Background: an optimization exercise with open tools, aiming at a short achievable clock period and few clock cycles. Do not read the settings as production practice.
Function was checked by simulation only, so behaviour that the tests miss may differ from the original.
Power figures rest on the tool's default switching activity, not on a simulated workload.

== run 1 ==
==> flow/design.v (excerpt) <==
module cgra_top #(
    parameter int NUM_PE    = 4,
    parameter int SPM_DEPTH = 256
) (
    input  logic        clk,
    input  logic        arst_n,
    input  logic [44:0] cmd,         
    input  logic        cmd_valid,
    output logic        cmd_ready,
    output logic [31:0] rsp,
    output logic        rsp_valid,
    input  logic        rsp_ready,
    output logic        done
);
For scale: ~50,000 cells after synthesis, ~12,000 flip-flops, ~84 I/O pins.
clock: 10.0 ns
lec_check: 0
cap_margin: 20
core_margin: 2
core_utilization: 40
slew_margin: 20
synth_memory_max_bits: 16384
standard.sh (not shown) runs the stock make flow with config.mk's settings and CLKGATE_MAP_FILE= SYNTH_SCRIPT=/design/flow/synth_recipe.tcl, a recipe that flattens the netlist after the stock synthesis.
==> flow/flow/run.sh <==
#!/bin/bash
# Standard ORFS layout (the standard.sh, unchanged synthesis) in two parts:
#  1. synthesis, floorplan and placement;
#  2. the flip-flops that drive output ports are moved next to their port
#     buffers and the placement is legalised again (flow/move_run.tcl);
#  3. clock tree, routing and finishing.
# Settings: the timing repair leaves extra setup slack so that it optimises
# towards the period the design can reach instead of stopping at the 10 ns
# clock, wider clock-tree sink clusters (fewer tree levels), and global
# routing steered to the upper metal layers (flow/fastroute.tcl); the data
# ports are placed as one group, so that the flip-flops moved next to the
# output ports stay close to each other; the clock port goes to the middle
# of an edge (flow/io_pre.tcl).
set -euo pipefail
VARS=(SETUP_SLACK_MARGIN=6.3 TNS_END_PERCENT=100 ABC_CLOCK_PERIOD_IN_PS=3800 CAP_MARGIN=40 SLEW_MARGIN=40
      CORE_UTILIZATION=50 PLACE_DENSITY=0.60 CTS_CLUSTER_SIZE=20 CTS_CLUSTER_DIAMETER=120
      FASTROUTE_TCL="$PWD/flow/fastroute.tcl" PRE_IO_PLACEMENT_TCL="$PWD/flow/io_pre.tcl"
      "PLACE_PINS_ARGS=-group_pins {rsp[0] rsp[1] rsp[2] rsp[3] rsp[4] rsp[5] rsp[6] rsp[7] rsp[8] rsp[9] rsp[10] rsp[11] rsp[12] rsp[13] rsp[14] rsp[15] rsp[16] rsp[17] rsp[18] rsp[19] rsp[20] rsp[21] rsp[22] rsp[23] rsp[24] rsp[25] rsp[26] rsp[27] rsp[28] rsp[29] rsp[30] rsp[31] rsp_valid done cmd_ready rsp_ready cmd_valid cmd[0] cmd[1] cmd[2] cmd[3] cmd[4] cmd[5] cmd[6] cmd[7] cmd[8] cmd[9] cmd[10] cmd[11] cmd[12] cmd[13] cmd[14] cmd[15] cmd[16] cmd[17] cmd[18] cmd[19] cmd[20] cmd[21] cmd[22] cmd[23] cmd[24] cmd[25] cmd[26] cmd[27] cmd[28] cmd[29] cmd[30] cmd[31] cmd[32] cmd[33] cmd[34] cmd[35] cmd[36] cmd[37] cmd[38] cmd[39] cmd[40] cmd[41] cmd[42] cmd[43] cmd[44] arst_n}")
bash standard.sh "${VARS[@]}" place > flow_make_place.log 2>&1
ODB="$PWD/orfs/results/${FLOW_PLATFORM}/cgra_top/base/3_place.odb"
MOVE_ODB="$ODB" openroad -no_init -exit flow/move_run.tcl > flow_move.log 2>&1
bash standard.sh "${VARS[@]}" finish > flow_make.log 2>&1
==> flow/flow/move_out.tcl <==
# Move the flip-flops that drive output ports next to the port buffers, so
# the output paths are short; the paths into those flip-flops are internal
# and have time to spare. Then legalise.
set block [ord::get_db_block]
set core [$block getCoreArea]
set cx [expr {([$core xMin] + [$core xMax]) / 2}]
set cy [expr {([$core yMin] + [$core yMax]) / 2}]
set moved 0
proc driver_inst {net} {
  foreach it [$net getITerms] {
    if {[$it isOutputSignal]} { return [$it getInst] }
  }
  return ""
}
proc input_net {inst} {
  foreach it [$inst getITerms] {
    if {[$it isInputSignal]} { return [$it getNet] }
  }
  return ""
}
foreach bt [$block getBTerms] {
  if {[$bt getIoType] != "OUTPUT"} { continue }
  set net [$bt getNet]
  if {$net == "NULL" || $net == ""} { continue }
  set buf [driver_inst $net]
  if {$buf == ""} { continue }
  # walk back through buffers/inverters (single-input cells) to the flip-flop
  set cur $buf
  set chain {}
  for {set k 0} {$k < 4} {incr k} {
    set in [input_net $cur]
    if {$in == ""} { break }
    set d [driver_inst $in]
    if {$d == ""} { break }
    lappend chain $d
    set m [[$d getMaster] getName]
    if {[string match "*df*" $m]} { break }
    set cur $d
  }
  set loc [$buf getLocation]
  set bx [lindex $loc 0]; set by [lindex $loc 1]
  # step from the buffer towards the core centre
  set dx [expr {$cx > $bx ? 8000 : -8000}]
  set dy [expr {$cy > $by ? 8000 : -8000}]
  set i 1
  foreach d $chain {
    if {[$d isFixed]} { continue }
    $d setLocation [expr {$bx + $i * $dx / 2}] [expr {$by + $i * $dy / 2}]
    # next to the port buffer the flip-flop drives a short wire: the
    # smallest drive strength switches fastest
    set m [[$d getMaster] getName]
    if {[regexp {^(sky130_fd_sc_hd__df[a-z]+)_[0-9]+$} $m -> base]} {
      set small [[ord::get_db] findMaster ${base}_1]
      if {$small != "NULL" && $small != ""} { $d swapMaster $small }
    }
    incr i
    incr moved
  }
}
puts "moved $moved cells"
Other scripts of this flow, unchanged in this note and not shown: flow/flow/fastroute.tcl, flow/flow/io_pre.tcl, flow/flow/move_run.tcl
Run 1: complete, dirty (antenna violations)
Testbench counts of run 1, summed over its fixed seeds: cycles 9,107.
The inputs of run 2 differ from those of run 1 as listed below.
diff --git a/flow/flow/run.sh b/flow/flow/run.sh
--- a/flow/flow/run.sh
+++ b/flow/flow/run.sh
@@ -4,2 +4,3 @@
-#  2. the flip-flops that drive output ports are moved next to their port
-#     buffers and the placement is legalised again (flow/move_run.tcl);
+#  2. each output port's buffer is moved next to its port and the flip-flop
+#     driving it next to the buffer, and the placement is legalised again
+#     (flow/move_run.tcl, flow/move_out.tcl);
==> flow/flow/move_out.tcl <==
# Move each output port's buffer next to its port, and the flip-flop that
# drives it (through any single-input cells) next to the buffer, so the output
# paths are short; the paths into those flip-flops are internal and have time
# to spare. The flip-flops get the smallest drive strength (they drive a short
# wire). Legalisation follows (move_run.tcl).
set block [ord::get_db_block]
set die [$block getDieArea]
set moved 0
proc driver_inst {net} {
  foreach it [$net getITerms] {
    if {[$it isOutputSignal]} { return [$it getInst] }
  }
  return ""
}
proc input_net {inst} {
  foreach it [$inst getITerms] {
    if {[$it isInputSignal]} { return [$it getNet] }
  }
  return ""
}
foreach bt [$block getBTerms] {
  if {[$bt getIoType] != "OUTPUT"} { continue }
  set net [$bt getNet]
  if {$net == "NULL" || $net == ""} { continue }
  set buf [driver_inst $net]
  if {$buf == ""} { continue }
  set chain [list $buf]
  set cur $buf
  for {set k 0} {$k < 4} {incr k} {
    set in [input_net $cur]
    if {$in == ""} { break }
    set d [driver_inst $in]
    if {$d == ""} { break }
    lappend chain $d
    if {[string match "*df*" [[$d getMaster] getName]]} { break }
    set cur $d
  }
  # inward step from the port's edge
  set bb [$bt getBBox]
  set px [expr {([$bb xMin] + [$bb xMax]) / 2}]
  set py [expr {([$bb yMin] + [$bb yMax]) / 2}]
  set dx 0; set dy 0
  if {$px <= [$die xMin]} { set dx 1 } elseif {$px >= [$die xMax]} { set dx -1 } elseif {$py <= [$die yMin]} { set dy 1 } else { set dy -1 }
  set i 1
  foreach d $chain {
    if {[$d isFixed]} { continue }
    $d setLocation [expr {$px + $dx * (3000 + $i * 6000)}] [expr {$py + $dy * (3000 + $i * 6000)}]
    set m [[$d getMaster] getName]
    if {[regexp {^(sky130_fd_sc_hd__df[a-z]+)_[0-9]+$} $m -> base]} {
      set small [[ord::get_db] findMaster ${base}_1]
      if {$small != "NULL" && $small != ""} { $d swapMaster $small }
    }
    incr i
    incr moved
  }
}
puts "moved $moved cells"
[summary]
Run 2: done, clean on timing, DRC and antenna
| share of total power in combinational logic | run 2 vs run 1 | 0.3 points higher |
Compared with run 1, number of antenna violations at the first check in global routing in run 2 increased slightly.
Diff run 2..run 1 | share of layout cells above drive strength 1 | negligible
Of run 2 and run 1, it is run 2 that has the higher post-CTS setup buffer count.
In run 2, the number of gates resized after cts came out about 5% below the value in run 1.
Run 1 → run 2: length of the first detailed-routing pass in iterations rose 3, met2 track utilization from global routing level, worst-case hold slack closely matched the old numbers.
Compared with run 1, total design power in run 2 increased slightly.

-- static timing again, ports no longer ideal --
The results above use ideal ports. As a check the final layouts listed here were re-extracted and re-timed, cells and wires unchanged. Step 1 (the two cells are an assumption about what drives the block):
set clk [get_ports {clk}]
set_driving_cell -lib_cell sky130_fd_sc_hd__clkbuf_16 $clk
set_driving_cell -lib_cell sky130_fd_sc_hd__buf_2 [delete_from_list [all_inputs] $clk]
Step 2 times the ports against the registers' clock, not the clock port: input delays grow and output delays shrink by t, the midpoint of the rising clock arrivals with the driver on. Three values: ideal ports, drivers, drivers and shift; two values: the first two.
run	shift t [ns]	slack for setup (ns)	worst data-port slew with drivers (ns)	cell pins on the clock port's net
run 1	1.353	6.030 / 5.906 / 5.020	0.22	1
run 2	1.372	6.126 / 5.997 / 5.024	0.19	1
For run 2, which loses most, drivers alone change the setup slack by -0.129 ns; drivers and shift together by -1.102 ns.
